What follows belongs to an exercise in optimizing a design on an open flow for small area; a production flow would make more cautious choices. The RTL was checked by simulation tests, not by an equivalence proof against the original design. No activity file was given, so power comes from the tool's default toggle rates.

--- flow/design.v ---
`timescale 1ns/1ps
package csr_pkg;
  typedef enum logic [11:0] {
    CSR_MVENDORID  = 12'hF11,
    CSR_MARCHID    = 12'hF12,
    CSR_MIMPID     = 12'hF13,
    CSR_MHARTID    = 12'hF14,
    CSR_MCONFIGPTR = 12'hF15,
    CSR_MSTATUS    = 12'h300,
    CSR_MISA       = 12'h301,
    CSR_MIE        = 12'h304,
    CSR_MTVEC      = 12'h305,
    CSR_MCOUNTEREN = 12'h306,
    CSR_MSTATUSH   = 12'h310,
    CSR_MSCRATCH   = 12'h340,
    CSR_MEPC       = 12'h341,
    CSR_MCAUSE     = 12'h342,
    CSR_MTVAL      = 12'h343,
    CSR_MIP        = 12'h344,
    CSR_MCYCLE     = 12'hB00,
    CSR_MINSTRET   = 12'hB02,
    CSR_MCYCLEH    = 12'hB80,
    CSR_MINSTRETH  = 12'hB82,
    CSR_CYCLE      = 12'hC00,   
    CSR_INSTRET    = 12'hC02,
    CSR_CYCLEH     = 12'hC80,
    CSR_INSTRETH   = 12'hC82
  } csr_addr_e;
  typedef enum logic [2:0] {
    STALL_NONE,
    STALL_IMISS,    
    STALL_DMISS,    
    STALL_ALU,      
    STALL_FENCEI
  } stall_e;
  typedef struct packed {
    logic       mie;
    logic       mpie;
    logic [1:0] mpp;    
  } mstatus_t;
  typedef struct packed {
    logic                 rd_en;
    logic                 wr_en;
    csr_addr_e            addr;
    logic [32-1:0] wdata;
  } csr_req_t;
  typedef struct packed {
    logic [32-1:0] epc;
    logic [32-1:0] cause;
    logic [32-1:0] tval;
  } trap_info_t;
  typedef struct packed {
    logic msip;
    logic mtip;
    logic meip;
  } irq_t;
  typedef struct packed {
    mstatus_t             mstatus;
    logic [32-1:0] mie;
    logic [32-1:0] mtvec;
    logic [32-1:0] mscratch;
    logic [32-1:0] mepc;
    logic [32-1:0] mcause;
    logic [32-1:0] mtval;
  } trap_state_t;
  typedef struct packed {
    logic [63:0] mcycle;
    logic [63:0] minstret;
  } counter_state_t;
endpackage
`timescale 1ns/1ps
module csr_file (
  input  logic                 clk_i,
  input  logic                 rst_ni,
  input  logic [45:0]          req_i,          
  input  logic [2:0]           stall_i,        
  input  logic                 trap_i,         
  input  logic                 mret_i,         
  input  logic [95:0]          trap_info_i,    
  input  logic [2:0]           irq_i,          
  output logic [32-1:0] csr_rdata_o,
  output logic [32-1:0] mtvec_o,
  output logic [32-1:0] mepc_o
);
  logic        rd_en, wr_en;
  logic [11:0] addr;
  logic [31:0] wdata;
  logic [31:0] epc, cause, tval;
  assign rd_en = req_i[45];
  assign wr_en = req_i[44];
  assign addr  = req_i[43:32];
  assign wdata = req_i[31:0];
  assign epc   = trap_info_i[95:64];
  assign cause = trap_info_i[63:32];
  assign tval  = trap_info_i[31:0];
  logic        mie_bit, mpie_bit;
  logic [2:0]  mie_q;        
  logic [31:0] mtvec_q, mscratch_q, mepc_q, mcause_q, mtval_q;
  logic [63:0] mcycle_q, minstret_q;
  logic rst, active, trap_v, wr_tr, wr_cnt;
  logic [31:0] wd;    
  assign rst    = !rst_ni;
  assign active = (stall_i == 3'd0) || trap_i;
  assign trap_v = trap_i && rst_ni;
  assign wr_cnt = wr_en && active && !trap_i;
  assign wr_tr  = wr_cnt && !mret_i;
  assign wd     = wdata & {32{rst_ni && !trap_i}};
  logic a300, a304, a305, a340, a341, a342, a343, a344, a301, af12;
  logic amcyc, amcych, aminst, aminsth;    
  logic ucyc, ucych, uinst, uinsth;        
  assign a300    = addr == 12'h300;
  assign a301    = addr == 12'h301;
  assign a304    = addr == 12'h304;
  assign a305    = addr == 12'h305;
  assign a340    = addr == 12'h340;
  assign a341    = addr == 12'h341;
  assign a342    = addr == 12'h342;
  assign a343    = addr == 12'h343;
  assign a344    = addr == 12'h344;
  assign af12    = addr == 12'hF12;
  assign amcyc   = addr == 12'hB00;
  assign amcych  = addr == 12'hB80;
  assign aminst  = addr == 12'hB02;
  assign aminsth = addr == 12'hB82;
  assign ucyc    = addr == 12'hC00;
  assign ucych   = addr == 12'hC80;
  assign uinst   = addr == 12'hC02;
  assign uinsth  = addr == 12'hC82;
  logic ld_mtvec, ld_mscratch, ld_mie, w_mepc, w_mcause, w_mtval;
  assign ld_mie      = rst || (wr_tr && a304);
  assign ld_mtvec    = rst || (wr_tr && a305);
  assign ld_mscratch = rst || (wr_tr && a340);
  assign w_mepc      = wr_tr && a341;
  assign w_mcause    = wr_tr && a342;
  assign w_mtval     = wr_tr && a343;
  always_ff @(posedge clk_i) begin
    if (ld_mie)      mie_q      <= {wd[11], wd[7], wd[3]};
    if (ld_mtvec)    mtvec_q    <= wd;
    if (ld_mscratch) mscratch_q <= wd;
    if (rst || trap_i || w_mepc)   mepc_q   <= trap_v ? epc   : wd;
    if (rst || trap_i || w_mcause) mcause_q <= trap_v ? cause : wd;
    if (rst || trap_i || w_mtval)  mtval_q  <= trap_v ? tval  : wd;
  end
  always_ff @(posedge clk_i) begin
    if (rst) begin
      mie_bit  <= 1'b0;
      mpie_bit <= 1'b0;
    end else if (trap_i) begin
      mie_bit  <= 1'b0;
      mpie_bit <= mie_bit;
    end else if (active && mret_i) begin
      mie_bit  <= mpie_bit;
      mpie_bit <= 1'b1;
    end else if (wr_tr && a300) begin
      mie_bit  <= wdata[3];
      mpie_bit <= wdata[7];
    end
  end
  logic [64:0] cyc_all1, inst_all1;    
  logic        cyc_en, inst_en;
  logic        ld_cyc_lo, ld_cyc_hi, ld_inst_lo, ld_inst_hi;
  assign cyc_all1[0]  = 1'b1;
  assign inst_all1[0] = 1'b1;
  for (genvar i = 0; i < 64; i++) begin : g_carry
    assign cyc_all1[i+1]  = cyc_all1[i]  && mcycle_q[i];
    assign inst_all1[i+1] = inst_all1[i] && minstret_q[i];
  end
  assign cyc_en     = active;
  assign inst_en    = active && !trap_i && !(wr_cnt && (aminst || aminsth));
  assign ld_cyc_lo  = rst || (wr_cnt && amcyc);
  assign ld_cyc_hi  = rst || (wr_cnt && amcych);
  assign ld_inst_lo = rst || (wr_cnt && aminst);
  assign ld_inst_hi = rst || (wr_cnt && aminsth);
  always_ff @(posedge clk_i) begin
    for (int i = 0; i < 32; i++) begin
      mcycle_q[i]      <= ld_cyc_lo  ? wd[i] : mcycle_q[i]      ^ (cyc_en  && cyc_all1[i]);
      mcycle_q[i+32]   <= ld_cyc_hi  ? wd[i] : mcycle_q[i+32]   ^ (cyc_en  && cyc_all1[i+32]);
      minstret_q[i]    <= ld_inst_lo ? wd[i] : minstret_q[i]    ^ (inst_en && inst_all1[i]);
      minstret_q[i+32] <= ld_inst_hi ? wd[i] : minstret_q[i+32] ^ (inst_en && inst_all1[i+32]);
    end
  end
  logic s_mstatus, s_mie, s_mtvec, s_mscratch, s_mepc, s_mcause, s_mtval, s_mip, s_misa, s_march;
  logic s_cyc, s_cych, s_inst, s_insth;
  assign s_mstatus  = rd_en && a300;
  assign s_misa     = rd_en && a301;
  assign s_mie      = rd_en && a304;
  assign s_mtvec    = rd_en && a305;
  assign s_mscratch = rd_en && a340;
  assign s_mepc     = rd_en && a341;
  assign s_mcause   = rd_en && a342;
  assign s_mtval    = rd_en && a343;
  assign s_mip      = rd_en && a344;
  assign s_march    = rd_en && af12;
  assign s_cyc      = rd_en && (amcyc   || ucyc);
  assign s_cych     = rd_en && (amcych  || ucych);
  assign s_inst     = rd_en && (aminst  || uinst);
  assign s_insth    = rd_en && (aminsth || uinsth);
  logic [31:0] small_word;    
  always_comb begin
    small_word     = '0;
    small_word[0]  = s_march;
    small_word[2]  = s_march || s_misa;
    small_word[3]  = (s_mstatus && mie_bit)  || (s_mie && mie_q[0]) || (s_mip && irq_i[2]);
    small_word[7]  = (s_mstatus && mpie_bit) || (s_mie && mie_q[1]) || (s_mip && irq_i[1]);
    small_word[8]  = s_misa;
    small_word[11] = s_mstatus || (s_mie && mie_q[2]) || (s_mip && irq_i[0]);
    small_word[12] = s_mstatus || s_misa;
    small_word[30] = s_misa;
  end
  assign csr_rdata_o = small_word
                     | (mtvec_q    & {32{s_mtvec}})
                     | (mscratch_q & {32{s_mscratch}})
                     | (mepc_q     & {32{s_mepc}})
                     | (mcause_q   & {32{s_mcause}})
                     | (mtval_q    & {32{s_mtval}})
                     | (mcycle_q[31:0]    & {32{s_cyc}})
                     | (mcycle_q[63:32]   & {32{s_cych}})
                     | (minstret_q[31:0]  & {32{s_inst}})
                     | (minstret_q[63:32] & {32{s_insth}});
  assign mtvec_o = mtvec_q;
  assign mepc_o  = mepc_q;
endmodule
--- flow/run.sh ---
#!/bin/bash
# synth_recipe.tcl (not shown) runs the flow's synth.tcl, then flattens the netlist and writes it again
# the make line also repeats each setting of config.mk as NAME=value (left out here)
make -C /OpenROAD-flow-scripts/flow DESIGN_CONFIG=/design/flow/config.mk WORK_HOME=/design/flow/orfs CLKGATE_MAP_FILE= SYNTH_SCRIPT=/design/flow/synth_recipe.tcl finish
--- flow/config.mk ---
export PLATFORM = sky130hd
export DESIGN_NAME = csr_file
export DESIGN_NICKNAME = csr_file
export VERILOG_FILES = /design/flow/design.v
export SDC_FILE = /design/flow/constraint.sdc
export NUM_CORES = 4
export LEC_CHECK = 0
export CAP_MARGIN = 20
export CORE_MARGIN = 2
export CORE_UTILIZATION = 30
export SLEW_MARGIN = 20
--- flow/constraint.sdc ---
create_clock -name core_clock -period 6.0 [get_ports {clk_i}]
set_input_delay 1.2000 -clock core_clock [delete_from_list [all_inputs] [get_ports {clk_i}]]
set_output_delay 1.2000 -clock core_clock [all_outputs]
set_load 0.01 [all_outputs]
==> results of run 1 <==
[layout by cell type, fill, tap and decap left out, types with 5 or more instances in the layout]
cell type          n
inv_1             56
nor3_1            45
clkinv_1           7
nor3_2            10
xor2_1            32
o2bb2ai_1          7
nand3_1           82
and4_1             6
nand4_1           37
o21ai_0           15
clkbuf_1          12
mux2_2            14
nand2_1          234
clkbuf_16         31
and2_1             5
a21boi_0          96
nor4_1            24
a22oi_1           58
and3_1             9
dfxtp_1          130
edfxtp_1         163
a21oi_1            7
o22ai_1          110
nor4_2             6
a221oi_1          26
nor4_4             6
a222oi_1          17
a22o_1            16
clkdlybuf4s50_1  245
buf_4             40
nor2_1            47
xnor2_1           92
[metrics by stage]
step / instances / utilization (%) / setup WS [ns] / hold slack, ns / instance area [µm²]
after detailed placement: 2369 / 37.4 / 0.548 / 0.540 / 18300
after CTS: 2425 / 39.2 / 0.545 / 0.559 / 19200
after global routing: 2426 / 39.2 / 0.414 / 0.575 / 19200
final: 2426 / 39.2 / 0.485 / 0.565 / 19200
after floorplan: 1509 / - / 1.05 / 0.510 / 14900
after global placement: 2366 / 37.2 / 0.597 / 0.527 / 18300
[worst paths after layout]
path	endpoint	slack (ns)	cells past startpoint
hold reg to reg	mie_bit	0.57	2
setup reg to reg	minstret_q[51]	2.55	6
setup / recovery	csr_rdata_o[31]	0.48	8
hold / removal	mie_bit	0.57	2
[cell families after synthesis]
kind of cell,count (synthesis)
buffers and inverters,152
adder cells (fa/ha/maj),2
XOR/XNOR,124
multiplexers,17
AND/OR/NAND/NOR,542
flip-flops,293
AO/OA/AOI/OAI,379
[power by group through the flow]
stage	Combinational, mW	Sequential [mW]	Clock, mW
finish	0.442	2.31	1.78
global route	0.470	2.31	1.86
CTS	0.441	2.30	1.80
detailed placement	0.438	2.35	0
global placement	0.430	2.35	0
floorplan	0.143	2.33	0
[synth_stat cells, drive strengths merged (2+ instances only)]
| library cell | n | area share, % |
|---|---|---|
| or4 | 5 | 0.28 |
| ha | 2 | 0.17 |
| edfxtp | 163 | 33 |
| a21boi | 96 | 4.8 |
| nor4 | 36 | 2.3 |
| nor2 | 49 | 1.2 |
| mux2i | 3 | 0.20 |
| nor3b | 5 | 0.28 |
| clkbuf | 70 | 1.8 |
| xor2 | 32 | 1.9 |
| nand2 | 234 | 5.9 |
| o22ai | 114 | 4.9 |
| a22o | 16 | 0.94 |
| o2bb2ai | 7 | 0.41 |
| and2 | 6 | 0.26 |
| or2 | 3 | 0.13 |
| or3 | 2 | 0.084 |
| nor4b | 3 | 0.22 |
| and3 | 9 | 0.38 |
| xnor2 | 92 | 5.4 |
| o21ai | 20 | 0.67 |
| inv | 56 | 1.4 |
| a22oi | 58 | 2.9 |
| a211oi | 3 | 0.15 |
| buf | 25 | 0.85 |
| nand4 | 37 | 1.5 |
| mux2 | 14 | 1.1 |
| a222oi | 17 | 1.1 |
| nor3 | 55 | 2.1 |
| dfxtp | 130 | 17 |
| a31oi | 3 | 0.13 |
| a21oi | 7 | 0.23 |
| o211ai | 2 | 0.10 |
| nand4b | 2 | 0.12 |
| a31o | 4 | 0.23 |
| nand3 | 84 | 2.9 |
| a221oi | 26 | 1.5 |
| and4 | 6 | 0.35 |
[cell type report]
type                            count  area share (%)
Antenna cell                        1          0.0130
Sequential cell                   293            39.0
Tap cell                          664            4.32
Clock inverter                     11           0.260
Inverter                           57            1.11
Multi-Input combinational cell   1064            35.9
Clock buffer                       45            4.41
Timing Repair Buffer              291            15.0
[per-layer routing]
layer,part of all wire (%),vias up,routed length (µm),global-route usage [%]
li1,-,6139,-,-
met1,43,6647,25400,31.7
met2,44,772,25800,34.0
met3,9.5,146,5640,4.09
met5,0.019,-,11,0
met4,4.0,2,2390,8.77
[flip-flops by register name (all words and copies together), names as in the netlist]
signal,count
mie_bit,1
mie_q,3
mtvec_q,32
mepc_q,32
minstret_q,64
mscratch_q,32
mpie_bit,1
mcause_q,32
mtval_q,32
mcycle_q,64
[worst register-to-register path, cell delays in order (launching register included)]
cell and delay, ns:
dfxtp_1 0.45, nand3_1 0.37, nor4_1 1.00, nand2_1 0.71, nor4_2 0.52, xnor2_1 0.18, o22ai_1 0.08
==> run summary, run 1 <==
status=no timing/DRC/antenna violations; Post-synth ARST share=0%; fmax=181 MHz; Hold Path Class=reg -> reg; P_int=3.42 mW; Synth Area in Adders=0.168%; 1st-iter DRT viols=1839; Clock Sinks=293; Slew Limit Fails=0; critical path capture point type=output pin; routability cong.=0.937; post-CTS sizing=0; Seq pwr share=50.9%; Rows=81; post-synthesis xor/xnor area fraction=7.27%; switch share=24.6%; synth-to-layout area growth=28.8%; crit-path cells=clkdlybuf4s50_1, and3b_1, o21ai_0, nor3_2, buf_12, a222oi_1, nand3_1, clkdlybuf4s50_1; die span in x=227 µm; yosys warns=1; sequential share of the synthesized area=50.2%; Static Leak=6.31 nW; WP data arrival=4.32 ns; Sw Pwr=1.12 mW; core area=0.0491 mm²; Die ar.=0.0516 mm²; Worst Max-Slew Pin Slew=1.06 ns; Post-Synth Simple-Gate Area=18.5%; clk slew on worst S/H paths=0.07 ns; Netlist cell types=63; Mapped Avg Cell Area=9.90 µm²; Port Buf Inserts=247; share of layout cells above drive strength 1=8.35%; dpl hpwl=44600 µm; post-synthesis mux area share=1.26%; Crit Reg-Reg Startpoint=minstret_q[37]; Worst path most repeated cell=clkdlybuf4s50_1; EDFF count, synth=163; Vias/cell=5.65; Clock Power Share=39.3%; initial antenna violation count=2; Clock Skew=0.0188 ns; WP data required=4.80 ns; htree depth=1; Setup-failing EPs final=0; peak supply drop=0.000209 V; via count=13706; Critical Path Start Type=input pin; Pwr Total=4.53 mW; final WL=59300 µm; first-pass GRT wire length=86500 µm; Final Cycle Share=91.9%; compound-cell area share of the yosys netlist=18.6%; Bufs and invs on worst path=3; # IOs=248; antenna viol nets, final=0; multi-input logic area=0.00691 mm²; Crit Path Class=in -> out; Starting Density=30.4%; first-pass iteration count of the detailed router=6; Mapped Area=0.0149 mm²; die height=227 µm; largest family of logic cells by synthesized area=compound AO/OA/AOI/OAI gates; Post-Synthesis Net Count=1663; Worst slew margin=28.9%; Fillers=4853; register area=0.00750 mm²; Critical path origin=req_i[42]; gr usage total=22.5%; total grt overflow=0; Tmin final=5.52 ns; root buffer cell=clkbuf_16; cell family with most CP delay=buffers and inverters; Clock Tree Buf Depth=3; drt wl/cell=24.4 µm; worst hold path startpoint=mpie_bit; clock latency on the worst-skew pair=0.59 ns; worst stage delay on the critical path=0.59 ns; largest fanout on the critical path=32; number of global-route vias before repair=13232; Comb power frac=9.8%; register bit total from synthesis=293; CTS tree=yes; detailed-route DRC error count=0; unrepaired setup endpoints after global routing=no; Primary FF master, synth=edfxtp_1; largest net degree at the start of global routing=102; postcts setup bufs=0; CTS buffer count=31; Setup TNS=0 ns; final hold viol count=0; CP max-delay cell=o21ai_0; CTS Hold Bufs=0; max cap viols=0; Gate Count Post-Synth=1509; PD cells=236 mW/mm²; Total Nets Final=1892
==> inputs of run 2 (changes only) <==
--- a/flow/design.v
+++ b/flow/design.v
@@ -139,5 +139,11 @@
     if (ld_mscratch) mscratch_q <= wd;
-    if (rst || trap_i || w_mepc)   mepc_q   <= trap_v ? epc   : wd;
-    if (rst || trap_i || w_mcause) mcause_q <= trap_v ? cause : wd;
-    if (rst || trap_i || w_mtval)  mtval_q  <= trap_v ? tval  : wd;
+  end
+  logic h_mepc, h_mcause, h_mtval;
+  assign h_mepc   = !(rst || trap_i || w_mepc);
+  assign h_mcause = !(rst || trap_i || w_mcause);
+  assign h_mtval  = !(rst || trap_i || w_mtval);
+  always_ff @(posedge clk_i) begin
+    mepc_q   <= (mepc_q   & {32{h_mepc}})   | (epc   & {32{trap_v}}) | (wd & {32{w_mepc}});
+    mcause_q <= (mcause_q & {32{h_mcause}}) | (cause & {32{trap_v}}) | (wd & {32{w_mcause}});
+    mtval_q  <= (mtval_q  & {32{h_mtval}})  | (tval  & {32{trap_v}}) | (wd & {32{w_mtval}});
   end
--- a/flow/config.mk
+++ b/flow/config.mk
@@ -7,5 +7,7 @@
 export LEC_CHECK = 0
+export ABC_AREA = 1
 export CAP_MARGIN = 20
 export CORE_MARGIN = 2
-export CORE_UTILIZATION = 30
+export CORE_UTILIZATION = 50
+export CTS_BUF_LIST = sky130_fd_sc_hd__clkbuf_4
 export SLEW_MARGIN = 20
==> run summary, run 2 <==
Post-Synthesis Net Count=2092; WP data arrival=4.31 ns; root buffer cell=clkbuf_4; Worst slew margin=39.4%; 1st-iter DRT viols=1984; unrepaired setup endpoints after global routing=no; Mapped Avg Cell Area=7.37 µm²; Setup-failing EPs final=0; initial antenna violation count=1; Crit Path Class=in -> out; commonest non-fill, non-tap cell in the layout=nand2_1; worst hold endpoint=mcause_q[15]; peak supply drop=0.000176 V; CP max-delay cell=clkdlybuf4s50_1; worst reg2reg path depth=13; first-pass GRT wire length=86000 µm; yosys warns=1; Bufs and invs on worst path=3; first-pass iteration count of the detailed router=7; post-synth top area cell=dfxtp_1; R2R setup slack=3.30 ns; CTS tree=yes; PD cells=255 mW/mm²; htree depth=3; core area=0.0279 mm²; Port Buf Inserts=247; antenna viol nets, final=0; worst stage delay on the critical path=0.55 ns; Final Cycle Share=91.9%; pre-CTS setup slack=0.625 ns; postcts setup bufs=0; CTS Hold Bufs=0; Vias/cell=5.82; most frequent cells in the layout=601 x nand2_1, 247 x clkdlybuf4s50_1, 226 x dfxtp_1, 209 x nand3_1, 197 x inv_1; Rows=61; Worst Max-Slew Pin Slew=0.907 ns; Non-Filler Instances=2667; Netlist cell types=57; clock latency on the worst-skew pair=0.71 ns; top-count cell post-synth=nand2_1; die span in x=173 µm; total grt overflow=0; Clock Sinks=293; Crit Reg-Reg Startpoint=minstret_q[1]; Critical Path Start Type=input pin; final WL=57500 µm; hold path cells=2; synth-to-layout area growth=28.6%; Slew Limit Fails=0; clk slew on worst S/H paths=0.06 ns; Post-synth ARST share=0%; gr usage total=37.3%; Setup TNS=0 ns; via count=15509; number of global-route vias before repair=14226; share of layout cells above drive strength 1=10.7%; post-CTS sizing=0; final worst slack=0.488 ns; max cap viols=0; worst r2r dst=minstret_q[51]; drt wl/cell=21.6 µm; biggest regs=mcycle_q (64), minstret_q (64); register bit total from synthesis=293; status=no timing/DRC/antenna violations; CTS buffer count=82; dpl hpwl=42100 µm; sequential share of the synthesized area=45.8%; Die ar.=0.0299 mm²; Placed Cells=2518; top cells by count, synth=601 x nand2_1, 226 x dfxtp_1, 209 x nand3_1, 197 x inv_1, 152 x o21ai_0; Tmin final=5.51 ns; die height=173 µm; synth top area cells=dfxtp_1 32%, nand2_1 16%, edfxtp_1 14%; placed cell area=0.0172 mm²; Clock Tree Buf Depth=3; worst hold path startpoint=mcause_q[15]; # IOs=248; Mapped Area=0.0143 mm²; WP data required=4.80 ns; fmax=181 MHz; area share of the largest cell type after synthesis=31.7%; Primary FF master, synth=dfxtp_1; Gate Count Post-Synth=1938; cell family with most CP delay=simple AND/OR/NAND/NOR gates; Fillers=2574; Static Leak=7.50 nW; EDFF count, synth=67; final hold viol count=0; Critical path origin=req_i[41]; routability cong.=0.988; final core utilization=65.8%; final instance area=0.0184 mm²; Starting Density=51.1%; detailed-route DRC error count=0; largest fanout on the critical path=11; Total Nets Final=2378; Hold Path Class=reg -> reg; crit-path cells=clkdlybuf4s50_1, nand2_1, nor3_2, nand4_1, or2_4, nor2_2, buf_4, nand2_1, o21ai_0, nor3_1, nand4_1, clkdlybuf4s50_1; critical path capture point type=output pin; largest net degree at the start of global routing=70; Clock Skew=0.0504 ns
==> run 2: cell types whose count changed in the layout (fill, tap and decap cells not counted), sizes merged, moves of 74 or more <==
| cell | change |
|---|---|
| edfxtp | -96 |
| o21ai | +152 |
| dfxtp | +96 |
| a21boi | -96 |
| nand3 | +130 |
| inv | +150 |
| o22ai | -81 |
| xnor2 | -90 |
| clkbuf | +85 |
| nor2 | +74 |
| nand2 | +376 |
==> run 2: final cells by class <==
cell class / instances / area (µm²) / area share, %
diodes: 1 / 2.50 / 0.0136
clock buffers: 130 / 976 / 5.31
clock inverters: 18 / 150 / 0.817
inverters: 208 / 781 / 4.25
multi-input cells: 1358 / 6700 / 36.5
flip-flops and latches: 293 / 6540 / 35.6
well taps: 378 / 473 / 2.57
repair buffers: 281 / 2750 / 15.0
==> run 2: metrics by stage <==
stage / hold slack, ns / power [mW]
after global routing: 0.486 / 4.85
after detailed placement: 0.444 / 2.72
final: 0.459 / 4.69
after CTS: 0.460 / 4.69
after floorplan: 0.429 / 2.44
after global placement: 0.440 / 2.71
==> run 2: worst max path at each step <==
stage	to	depth (start not counted)	slack (ns)
2_1_floorplan	mscratch_q[0]	7	1.16
3_3_place_gp	csr_rdata_o[31]	11	0.63
3_5_place_dp	csr_rdata_o[31]	11	0.63
4_1_cts	csr_rdata_o[14]	12	0.59
5_1_grt	csr_rdata_o[31]	11	0.47
6_report	csr_rdata_o[28]	12	0.49
==> run 2: cells by family (layout without fill, tap and decap cells) <==
family,Yosys count,after routing,synth area share [%]
compound gates,305,305,13.0
xor+xnor,13,13,0.797
buf+inv,287,637,7.90
simple gates,1038,1038,32.3
flops,293,293,45.8
fa+ha+maj,2,2,0.175
other cells,0,1,0
==> run 2: power by group <==
group / total, mW / leakage, nW / internal (mW) / switching (mW)
registers: 2.23 / 2.50 / 2.14 / 0.0948
logic: 0.459 / 4.34 / 0.201 / 0.258
clock network: 2.00 / 0.665 / 1.11 / 0.889
==> run 2: worst reg2reg max path, stage by stage, from the launching register on <==
cell     delay (ns)
dfxtp_1        0.48
nand2_1        0.14
nor2_2         0.16
nand4_1        0.12
nor2_2         0.28
nand3_4        0.19
nor2_4         0.19
nand2_4        0.15
inv_2          0.23
nand3_1        0.13
nor2_1         0.17
xor2_1         0.16
nand2_1        0.08
o21ai_0        0.10
==> run 2: layer usage <==
layer | GRT usage (%) | part of all wire, %
met1 | 56.8 | 44
met4 | 8.72 | 1.8
met3 | 10.9 | 14
met2 | 51.5 | 40
met5 | 0 | 0
==> inputs of run 3 (changes only) <==
==> flow/flow/run.sh (new file) <==
#!/bin/bash
# Standard ORFS layout, with the port buffers made from the smallest buffer cell
set -e
cp standard.sh standard_copy.txt
export BUFFER_PORTS_ARGS="-buffer_cell sky130_fd_sc_hd__buf_1"
bash standard.sh > standard.log 2>&1
==> flow/standard.sh (new file) <==
#!/bin/bash
# synth_recipe.tcl (not shown) runs the flow's synth.tcl, then flattens the netlist and writes it again
# the make line also repeats each setting of config.mk as NAME=value (left out here)
make -C /OpenROAD-flow-scripts/flow DESIGN_CONFIG=/design/flow/config.mk WORK_HOME=/design/flow/orfs CLKGATE_MAP_FILE= SYNTH_SCRIPT=/design/flow/synth_recipe.tcl "${@:-finish}"
removed: flow/run.sh
==> run summary, run 3 <==
worst hold slack=0.458 ns; Primary FF master, synth=dfxtp_1; post-CTS sizing=0; CTS Hold Bufs=0; critical path capture point type=output pin; largest fanout on the critical path=32; final hold viol count=0; initial antenna violation count=3; worst stage delay on the critical path=0.49 ns; 1st-iter DRT viols=1778; Clock Skew=0.0517 ns; Worst Max-Slew Pin Slew=0.968 ns; Seq pwr share=50.1%; Post-synth ARST share=0%; Starting Density=51.1%; Mapped Avg Cell Area=7.37 µm²; Vias/cell=5.80; post-synth top area cell=dfxtp_1; antenna viol nets, final=0; number of global-route vias before repair=13827; GRT met3 Usage=12.3%; Pwr Total=4.46 mW; die span in x=173 µm; commonest non-fill, non-tap cell in the layout=nand2_1; peak supply drop=0.000148 V; unrepaired setup endpoints after global routing=no; Critical Path Start Type=input pin; total grt overflow=0; Mapped Area=0.0143 mm²; sequential share of the synthesized area=45.8%; first-pass iteration count of the detailed router=6; Final Cycle Share=85.1%; PD cells=268 mW/mm²; met1 track demand over resource=55.6%; top cells by count, synth=601 x nand2_1, 226 x dfxtp_1, 209 x nand3_1, 197 x inv_1, 152 x o21ai_0; Worst slew margin=35.5%; Total Nets Final=2367; WP data arrival=3.91 ns; GR Util met2=51.2%; CP max-delay cell=nand4_1; Crit Path Class=in -> out; Tmin final=5.11 ns; biggest regs=mcycle_q (64), minstret_q (64); multi-input logic area=0.00670 mm²; fmax=196 MHz; Levels on crit path=12; Placed Cells=2509; Static Leak=6.75 nW; pre-CTS setup slack=0.962 ns; Post-Synthesis Net Count=2092; Gate Count Post-Synth=1938; Comb power frac=8.2%; max cap viols=0; die height=173 µm; Bufs and invs on worst path=3; Die ar.=0.0299 mm²; core area=0.0279 mm²; Setup-failing EPs final=0; Clock Sinks=293; final core utilization=59.5%; status=no timing/DRC/antenna violations; EDFF count, synth=67; Non-Filler Instances=2649; Setup TNS=0 ns; switch share=27.8%; placed cell area=0.0156 mm²; synth top area cells=dfxtp_1 32%, nand2_1 16%, edfxtp_1 14%; P_int=3.22 mW; root buffer cell=clkbuf_4; final WL=57100 µm; gr usage total=37.1%; Netlist cell types=57; top-count cell post-synth=nand2_1; postcts setup bufs=0; first-pass GRT wire length=84700 µm; drt wl/cell=21.5 µm; CTS buffer count=80; Hold Path Class=reg -> reg; cell family with most CP delay=simple AND/OR/NAND/NOR gates; final worst slack=0.895 ns; share of layout cells above drive strength 1=10.1%; register area=0.00654 mm²; # IOs=248; worst reg2reg path depth=14; WP data required=4.80 ns; Sw Pwr=1.24 mW; synth-to-layout area growth=16.4%; Rows=61; Port Buf Inserts=247; crit-path cells=buf_1, nand2_1, nor3_2, nand4_1, or2_4, nor2_2, buf_4, nand2_1, o21ai_0, a221oi_1, nand4_1, buf_1; routability cong.=0.926; hold path cells=2; most frequent cells in the layout=601 x nand2_1, 247 x buf_1, 226 x dfxtp_1, 209 x nand3_1, 197 x inv_1; yosys warns=1; largest net degree at the start of global routing=60; Fillers=2837; dpl hpwl=41700 µm; Slew Limit Fails=0; area share of the largest cell type after synthesis=31.7%; register bit total from synthesis=293; htree depth=3; detailed-route DRC error count=0; final instance area=0.0166 mm²; grt peak-use layer=met1; Clock Tree Buf Depth=3; CTS tree=yes; clk slew on worst S/H paths=0.06 ns; via count=15353; Clock Power Share=41.8%; clock latency on the worst-skew pair=0.72 ns
==> run 3: cell count changes in the layout (fill, tap and decap cells not counted), sizes merged <==
cell,delta
bufinv,-2
inv,+1
clkdlybuf4s50,-247
diode,+2
clkinvlp,+1
clkinv,-5
clkbuf,-6
buf,+238
==> run 3: cell type report <==
class	instances	share of cell area [%]
diodes	3	0.0451
well taps	378	2.84
repair buffers	272	6.70
clock buffers	124	5.60
inverters	208	4.69
clock inverters	13	0.557
flip-flops and latches	293	39.3
multi-input cells	1358	40.3
==> run 3: path summary, 6_finish.rpt <==
| kind | from | end | slack (ns) |
|---|---|---|---|
| min | mcause_q[10] | mcause_q[10] | 0.46 |
| max reg2reg | minstret_q[6] | minstret_q[56] | 3.28 |
| min reg2reg | mcause_q[10] | mcause_q[10] | 0.46 |
| max | req_i[41] | csr_rdata_o[4] | 0.89 |
==> run 3: power by group through the flow <==
stage               registers, mW  logic, mW  clock network (mW)
global route                 2.24      0.397                1.97
CTS                          2.23      0.356                1.87
detailed placement           2.27      0.354                   0
global placement             2.27      0.349                   0
finish                       2.23      0.364                1.86
floorplan                    2.25      0.187                   0
==> run 3: tightest hold or removal path, cell delays in order, from the launching register on <==
cell and delay [ns]:
dfxtp_1 0.32, nand2_1 0.05, nand3_1 0.05
==> run 3: kinds of logic (layout without fill, tap and decap cells) <==
kind of cell | after synthesis | count (layout) | share of synthesized area [%]
AND/OR/NAND/NOR | 1038 | 1038 | 32.3
AO/OA/AOI/OAI | 305 | 305 | 13.0
flip-flops | 293 | 293 | 45.8
buffers and inverters | 287 | 617 | 7.90
XOR/XNOR | 13 | 13 | 0.797
adder cells (fa/ha/maj) | 2 | 2 | 0.175
other | 0 | 3 | 0
==> run 3: metal layers <==
| layer | wire, µm | vias up |
|---|---|---|
| met5 | 13 | - |
| met3 | 8350 | 96 |
| met1 | 25000 | 7149 |
| met4 | 962 | 2 |
| met2 | 22800 | 989 |
| li1 | - | 7117 |

==> re-timing with driven ports <==
The flow's constraints put no driver on any port. The routed layouts listed below were extracted and timed again, unchanged, in two steps.
Step 1 sets driving cells, clkbuf_16 on the clock port and buf_2 on the other inputs (assumed; they add their load-dependent delay and slew).
Step 2, shift: input delay + t, output delay - t, t = (earliest + latest rising clock arrival at the registers) / 2. This alone moves slack from input paths to output paths.
Slacks: ideal / step 1 / step 2; pairs: ideal / step 1.
| run | t (ns) | setup slack, ns | worst setup path at the end |
|---|---|---|---|
| run 1 | 0.629 | 0.485 / 0.448 / 0.448 | input to output |
| run 2 | 0.732 | 0.488 / 0.461 / 0.461 | input to output |
| run 3 | 0.754 | 0.895 / 0.871 / 0.871 | input to output |
After both steps setup and hold are still met in every run listed. The setup slack of run 1, which loses most, moves by -0.037 ns with the drivers and by -0.037 ns with both steps.
